This design comes from an exercise in tuning for a short achievable clock period and few clock cycles per item on the open sky130 flow, not from production work.
At most, simulation tests tie the RTL to the original design; equivalence was not proved.
Power figures rest on the tool's default switching activity, not on a simulated workload.

Design dma_ahb_s4ch4, start of the top module:
module dma_ahb_s4ch4 (
    input  logic                       i_hclk,
    input  logic                       i_rst_n,
    input  logic                       i_s_hsel,
    input  logic [dma_pkg::DATA_W-1:0] i_s_haddr,
    input  logic                       i_s_hwrite,
    input  logic [1:0]                 i_s_htrans,
    input  logic                       i_s_hready,
    input  logic [dma_pkg::DATA_W-1:0] i_s_hwdata,
    output logic                       o_s_hreadyout,
    output logic                       o_s_hresp,
    output logic [dma_pkg::DATA_W-1:0] o_s_hrdata,
    output logic [dma_pkg::DATA_W-1:0] o_m_haddr,
    output logic                       o_m_hwrite,
    output logic [1:0]                 o_m_htrans,
    output logic [2:0]                 o_m_hsize,
    output logic [dma_pkg::DATA_W-1:0] o_m_hwdata,
    input  logic                       i_m_hready,
    input  logic                       i_m_hresp,
    input  logic [dma_pkg::DATA_W-1:0] i_m_hrdata,
    input  logic [dma_pkg::NUM_STREAMS*dma_pkg::REQ_LINES-1:0] i_req,
    output logic [dma_pkg::NUM_STREAMS-1:0] o_interrupt
);
For scale: roughly 56000 sq um of cells after synthesis.
==> flow/config.mk <==
export PLATFORM = sky130hd
export DESIGN_NAME = dma_ahb_s4ch4
export DESIGN_NICKNAME = dma_ahb_s4ch4
export VERILOG_FILES = /design/flow/design.v
export SDC_FILE = /design/flow/constraint.sdc
export NUM_CORES = 4
export LEC_CHECK = 0
export CAP_MARGIN = 20
export CORE_MARGIN = 2
export CORE_UTILIZATION = 45
export PLACE_DENSITY = 0.62
export SETUP_SLACK_MARGIN = 5
export SLEW_MARGIN = 20
export TNS_END_PERCENT = 100
==> flow/constraint.sdc <==
create_clock -name core_clock -period 7.5 [get_ports {i_hclk}]
set_input_delay 1.5000 -clock core_clock [delete_from_list [all_inputs] [get_ports {i_hclk}]]
set_output_delay 1.5000 -clock core_clock [all_outputs]
set_load 0.01 [all_outputs]
run.sh (not shown) runs the stock make flow with config.mk's settings and CLKGATE_MAP_FILE= SYNTH_SCRIPT=/design/flow/synth_recipe.tcl, a recipe that flattens the netlist after the stock synthesis.
The starting point finished clean.
Testbench counts at the start, summed over its fixed seeds: cycles 46,926, words 14,473.
Rerun with:
--- a/flow/design.v
+++ b/flow/design.v
@@ -71,17 +71,17 @@
 logic [NS-1:0][DW-1:0]   par;
 logic [NS-1:0][DW-1:0]   mar;
 logic [2*NS-1:0]         isr;
 logic [NS-1:0]           irq_q;
 logic [NS-1:0]           wpre_q;    
 logic [NS-1:0]           fail_q;    
 logic [NS-1:0]           fail_q2;   
 logic [NR-1:0]           wsel;      
-logic                    dph_rd;    
+logic [NR-1:0]           rsel;      
 logic [DW-1:0]           rdata_q;
 logic                    a_act;
 logic                    a_wr;
 logic                    a_last;
 logic [1:0]              a_strm;
 logic [DW-1:0]           haddr_q;
 logic                    d_act;
 logic                    d_wr;
@@ -108,20 +108,20 @@
 logic                    rq_cur;    
 logic [3:0]              cur_line;  
 logic                    wbc;       
 logic av;
 assign av = i_s_hsel && i_s_hready && i_s_htrans[1];
 always_ff @(posedge i_hclk or negedge i_rst_n) begin
     if (!i_rst_n) begin
         wsel <= '0;
-        dph_rd <= 1'b0;
+        rsel <= '0;
     end else if (i_s_hready) begin
         wsel <= (av && i_s_hwrite) ? slot_of(i_s_haddr[7:0]) : '0;
-        dph_rd <= av && !i_s_hwrite;
+        rsel <= (av && !i_s_hwrite) ? slot_of(i_s_haddr[7:0]) : '0;
     end
 end
 logic           wr_isr;
 logic [NS-1:0]  wr_cr;
 logic [NS-1:0]  wr_ndtr;
 logic [NS-1:0]  wr_par;
 logic [NS-1:0]  wr_mar;
 always_comb begin
@@ -269,16 +269,17 @@
         fail_q  <= xfail;
         fail_q2 <= fail_q;
     end
 end
 assign o_interrupt = irq_q;
 logic [NR-1:0][DW-1:0] rval;
 logic [NS-1:0][DW-1:0] grp;
 logic [DW-1:0]         rmux1;
+logic [DW-1:0]         rmux0;
 always_comb begin
     for (int s = 0; s < NS; s++) begin
         rval[4*s]   = DW'(wr_cr[s]   ? i_s_hwdata[CW-1:0] : cr[s]);
         rval[4*s+1] = DW'(wr_ndtr[s] ? i_s_hwdata[NW-1:0] : ndtr[s]);
         rval[4*s+2] = wr_par[s] ? i_s_hwdata : par[s];
         rval[4*s+3] = wr_mar[s] ? i_s_hwdata : mar[s];
     end
     rval[NR-1] = DW'(isr_d);
@@ -288,19 +289,23 @@
     rmux1 = '0;
     if (i_s_hsel && i_s_htrans[1] && !i_s_hwrite) begin
         if (i_s_haddr[7:0] == dma_pkg::REG_ISR) begin
             rmux1 = rval[NR-1];
         end else if (i_s_haddr[7:6] == 2'b00 && i_s_haddr[1:0] == 2'b00) begin
             rmux1 = grp[i_s_haddr[5:4]];
         end
     end
+    rmux0 = '0;
+    for (int i = 0; i < NR; i++) begin
+        rmux0 = rmux0 | (rsel[i] ? rval[i] : '0);
+    end
 end
 always_ff @(posedge i_hclk) begin
-    rdata_q <= (i_s_hready ? rmux1 : '0) | (rdata_q & {DW{!i_s_hready && dph_rd}});
+    rdata_q <= i_s_hready ? rmux1 : rmux0;
 end
 assign o_s_hreadyout = 1'b1;
 assign o_s_hresp     = 1'b0;
 assign o_s_hrdata    = rdata_q;
 logic [NS-1:0][NS-1:0] hp;
 logic [NS-1:0]         pre;
 logic [NS-1:0]         rs;
 logic [NS-1:0]         el;
Global-route usage grows by 7.7 points.
Final area climbs by about 8%.
Setup slack gets worse by 0.045 ns.
Die area goes up by 5.7%.
Clock power grows by about 8%.
Testbench counts after the change, summed over its fixed seeds: cycles 46,926, words 14,473.

========
dma_ahb_s4ch4, a different RTL version from the one above (not shown whole).
For scale: about 6,400 cells after synthesis, about 630 flip-flops, about 0.052 sq mm of cells after synthesis.
export LEC_CHECK = 0
export ABC_CLOCK_PERIOD_IN_PS = 2500
export CAP_MARGIN = 20
export CORE_MARGIN = 2
export CORE_UTILIZATION = 40
export PLACE_DENSITY = 0.6
export SETUP_SLACK_MARGIN = 5
export SLEW_MARGIN = 20
export TNS_END_PERCENT = 100
create_clock -name core_clock -period 7.5 [get_ports {i_hclk}]
Next try:
--- a/flow/design.v
+++ b/flow/design.v
@@ -164,19 +164,19 @@
         if (wpre_q[s]) begin
             ndtr_d[s] = ndtr[s] - 1'b1;
             par_d[s]  = pinc ? par[s] + DW'(4) : par[s];
             mar_d[s]  = minc ? mar[s] + DW'(4) : mar[s];
             if (ndtr[s] == NW'(1)) begin
                 cr_d[s][dma_pkg::CR_EN] = 1'b0;
             end
         end else if (fail_q[s]) begin
-            ndtr_d[s] = ndtr[s] + 1'b1;
-            par_d[s]  = pinc ? par[s] - DW'(4) : par[s];
-            mar_d[s]  = minc ? mar[s] - DW'(4) : mar[s];
+            ndtr_d[s] = ~(~ndtr[s] - 1'b1);
+            par_d[s]  = pinc ? ~(~par[s] + DW'(4)) : par[s];
+            mar_d[s]  = minc ? ~(~mar[s] + DW'(4)) : mar[s];
         end
         if (xfail[s]) begin
             cr_d[s][dma_pkg::CR_EN] = 1'b0;
         end
         if (wr_cr[s]) begin
             cr_d[s] = i_s_hwdata[CW-1:0];
         end
         if (wr_ndtr[s]) begin
@@ -431,22 +431,26 @@
     if (do_load) begin
         rd_ptr <= nx_src;
         wr_ptr <= nx_dst;
         rem    <= nx_cnt;
         sinc   <= nx_sinc;
         dinc   <= nx_dinc;
     end else begin
         if (rinc_p) begin
-            rd_ptr <= rd_ptr + (sinc ? DW'(4) : DW'(0));
+            if (sinc) begin
+                rd_ptr <= rd_ptr + DW'(4);
+            end
             rem    <= rem - 1'b1;
             more   <= rem != NW'(1);
         end
         if (winc_p) begin
-            wr_ptr <= wr_ptr + (dinc ? DW'(4) : DW'(0));
+            if (dinc) begin
+                wr_ptr <= wr_ptr + DW'(4);
+            end
         end
     end
     if (d_act && !d_wr) begin
         hwdata_q <= i_m_hrdata;
     end
 end
 assign o_m_haddr  = haddr_q;
 assign o_m_hwrite = a_wr;
Effect:
- total power is lower by about 40%
- worst hold slack gains 42 ps
- final cell count is lower by 11%
- first-iteration DRC count barely changes
- global-route usage is lower by 3.0 points
- combinational power is lower by 63%
- setup slack gains 610 ps
No run of this note included a check of the RTL's function; only the layout flow was run.

========
Setup of rev 12:
RTL: one of the versions met above, not the one the previous note started from.
For scale: roughly 6,600 cells after synthesis, ~800 flip-flops, about 230 I/O pins, roughly 56,000 sq um of cells after synthesis.
Settings: LEC_CHECK=0, ABC_CLOCK_PERIOD_IN_PS=2500, CAP_MARGIN=20, CORE_MARGIN=2, CORE_UTILIZATION=50, PLACE_DENSITY=0.65, SETUP_SLACK_MARGIN=5, SLEW_MARGIN=20, TNS_END_PERCENT=100; clock period 7.5 ns.
Testbench counts of rev 12, summed over its fixed seeds: cycles 46,926, words 14,473.
#### Input delta (rev 13 over rev 12)
--- a/flow/design.v
+++ b/flow/design.v
@@ -68,23 +68,23 @@
 endfunction
 logic [NS-1:0][CW-1:0]   cr;
 logic [NS-1:0][NW-1:0]   ndtr;
 logic [NS-1:0][DW-1:0]   par;
 logic [NS-1:0][DW-1:0]   mar;
 logic [2*NS-1:0]         isr;
 logic [NS-1:0]           irq_q;
 logic [NS-1:0]           wpre_q;    
 logic [NS-1:0]           fail_q;    
 logic [NS-1:0]           fail_q2;   
 logic [NR-1:0]           wsel;      
-logic                    dph_rd;    
+logic [NR-1:0]           rsel;      
 logic [DW-1:0]           rdata_q;
 logic                    a_act;
 logic                    a_wr;
 logic                    a_last;
 logic [1:0]              a_strm;
 logic [DW-1:0]           haddr_q;
 logic                    d_act;
 logic                    d_wr;
 logic                    d_last;
 logic [NS-1:0]           d_oh;      
 logic [NS-1:0]           dw_oh;     
@@ -105,26 +105,26 @@
 logic [NS-1:0]           win_oh;
 logic [1:0]              win_id;
 logic [3:0]              win_line;  
 logic                    rq_cur;    
 logic [3:0]              cur_line;  
 logic                    wbc;       
 logic av;
 assign av = i_s_hsel && i_s_hready && i_s_htrans[1];
 always_ff @(posedge i_hclk or negedge i_rst_n) begin
     if (!i_rst_n) begin
         wsel <= '0;
-        dph_rd <= 1'b0;
+        rsel <= '0;
     end else if (i_s_hready) begin
         wsel <= (av && i_s_hwrite) ? slot_of(i_s_haddr[7:0]) : '0;
-        dph_rd <= av && !i_s_hwrite;
+        rsel <= (av && !i_s_hwrite) ? slot_of(i_s_haddr[7:0]) : '0;
     end
 end
 logic           wr_isr;
 logic [NS-1:0]  wr_cr;
 logic [NS-1:0]  wr_ndtr;
 logic [NS-1:0]  wr_par;
 logic [NS-1:0]  wr_mar;
 always_comb begin
     wr_isr = wsel[NR-1];
     for (int s = 0; s < NS; s++) begin
         wr_cr[s]   = wsel[4*s];
@@ -266,44 +266,49 @@
         mar     <= mar_d;
         isr     <= isr_d;
         irq_q   <= irq_d;
         fail_q  <= xfail;
         fail_q2 <= fail_q;
     end
 end
 assign o_interrupt = irq_q;
 logic [NR-1:0][DW-1:0] rval;
 logic [NS-1:0][DW-1:0] grp;
 logic [DW-1:0]         rmux1;
+logic [DW-1:0]         rmux0;
 always_comb begin
     for (int s = 0; s < NS; s++) begin
         rval[4*s]   = DW'(wr_cr[s]   ? i_s_hwdata[CW-1:0] : cr[s]);
         rval[4*s+1] = DW'(wr_ndtr[s] ? i_s_hwdata[NW-1:0] : ndtr[s]);
         rval[4*s+2] = wr_par[s] ? i_s_hwdata : par[s];
         rval[4*s+3] = wr_mar[s] ? i_s_hwdata : mar[s];
     end
     rval[NR-1] = DW'(isr_d);
     for (int s = 0; s < NS; s++) begin
         grp[s] = rval[{2'(s), i_s_haddr[3:2]}];
     end
     rmux1 = '0;
     if (i_s_hsel && i_s_htrans[1] && !i_s_hwrite) begin
         if (i_s_haddr[7:0] == dma_pkg::REG_ISR) begin
             rmux1 = rval[NR-1];
         end else if (i_s_haddr[7:6] == 2'b00 && i_s_haddr[1:0] == 2'b00) begin
             rmux1 = grp[i_s_haddr[5:4]];
         end
     end
+    rmux0 = '0;
+    for (int i = 0; i < NR; i++) begin
+        rmux0 = rmux0 | (rsel[i] ? rval[i] : '0);
+    end
 end
 always_ff @(posedge i_hclk) begin
-    rdata_q <= (i_s_hready ? rmux1 : '0) | (rdata_q & {DW{!i_s_hready && dph_rd}});
+    rdata_q <= i_s_hready ? rmux1 : rmux0;
 end
 assign o_s_hreadyout = 1'b1;
 assign o_s_hresp     = 1'b0;
 assign o_s_hrdata    = rdata_q;
 logic [NS-1:0][NS-1:0] hp;
 logic [NS-1:0]         pre;
 logic [NS-1:0]         rs;
 logic [NS-1:0]         el;
 logic [NS-1:0]         w;       
 logic [NS-1:0]         p;       
 logic [NS-1:0]         hp_cur;
Findings:
Rev 13 vs rev 12 — via total after detailed routing climbed by more than 10%. Compare rev 13 and rev 12 | routability congestion estimate from global placement higher: rev 13. Final worst-path setup slack: rev 13 and rev 12 compared, lower one is rev 13. Lower antenna cell count goes to rev 12 over rev 13. Rev 13 vs rev 12: async set-reset flop share out of synthesis up. For rev 13, the worst setup path startpoint was rsel[13], unlike rev 12, where it was rdata_q[12]. Rev 13 vs rev 12 — via count of the first global-routing pass climbed by more than 10%. Rev 13 against rev 12; sequential cell area is up by a few percent. Post-cts resize count in rev 13 is 29% above rev 12. Utilization rev 12 -> rev 13: up. Sort rev 13 and rev 12 by area of the placeable core desc -> top: rev 13. Detailed placer's ending HPWL went up by more than a quarter going from rev 12 to rev 13.
Testbench counts of rev 13, summed over its fixed seeds: cycles 46,926, words 14,473.

==> re-timing with driven ports <==
The flow's constraints put no driver on any port. The routed layouts listed below were extracted and timed again, unchanged, in two steps.
Step 1 (the two cells are an assumption about what drives the block):
set clk [get_ports {i_hclk}]
set_driving_cell -lib_cell sky130_fd_sc_hd__clkbuf_16 $clk
set_driving_cell -lib_cell sky130_fd_sc_hd__buf_2 [delete_from_list [all_inputs] $clk]
Step 2 times the ports against the registers' clock, not the clock port: input delays grow and output delays shrink by t, the midpoint of the rising clock arrivals with the driver on.
Slacks: ideal ports / drivers / drivers and shift; pairs: ideal ports / drivers.
run	t, ns	slack for setup (ns)	pins driven straight from the clock port
the first run of note 1	0.822	4.694 / 4.613 / 3.857	1
the second run of note 1	0.872	4.649 / 4.564 / 3.709	1
the first run of note 2	0.811	3.790 / 3.790 / 3.732	1
the second run of note 2	0.776	4.400 / 4.393 / 3.617	1
rev 12	0.802	4.730 / 4.465 / 3.662	1
rev 13	0.875	4.610 / 4.592 / 3.728	1
After both steps every run listed still meets setup and hold. For rev 12, which loses most, drivers alone change the setup slack by -0.265 ns; drivers and shift together by -1.068 ns.
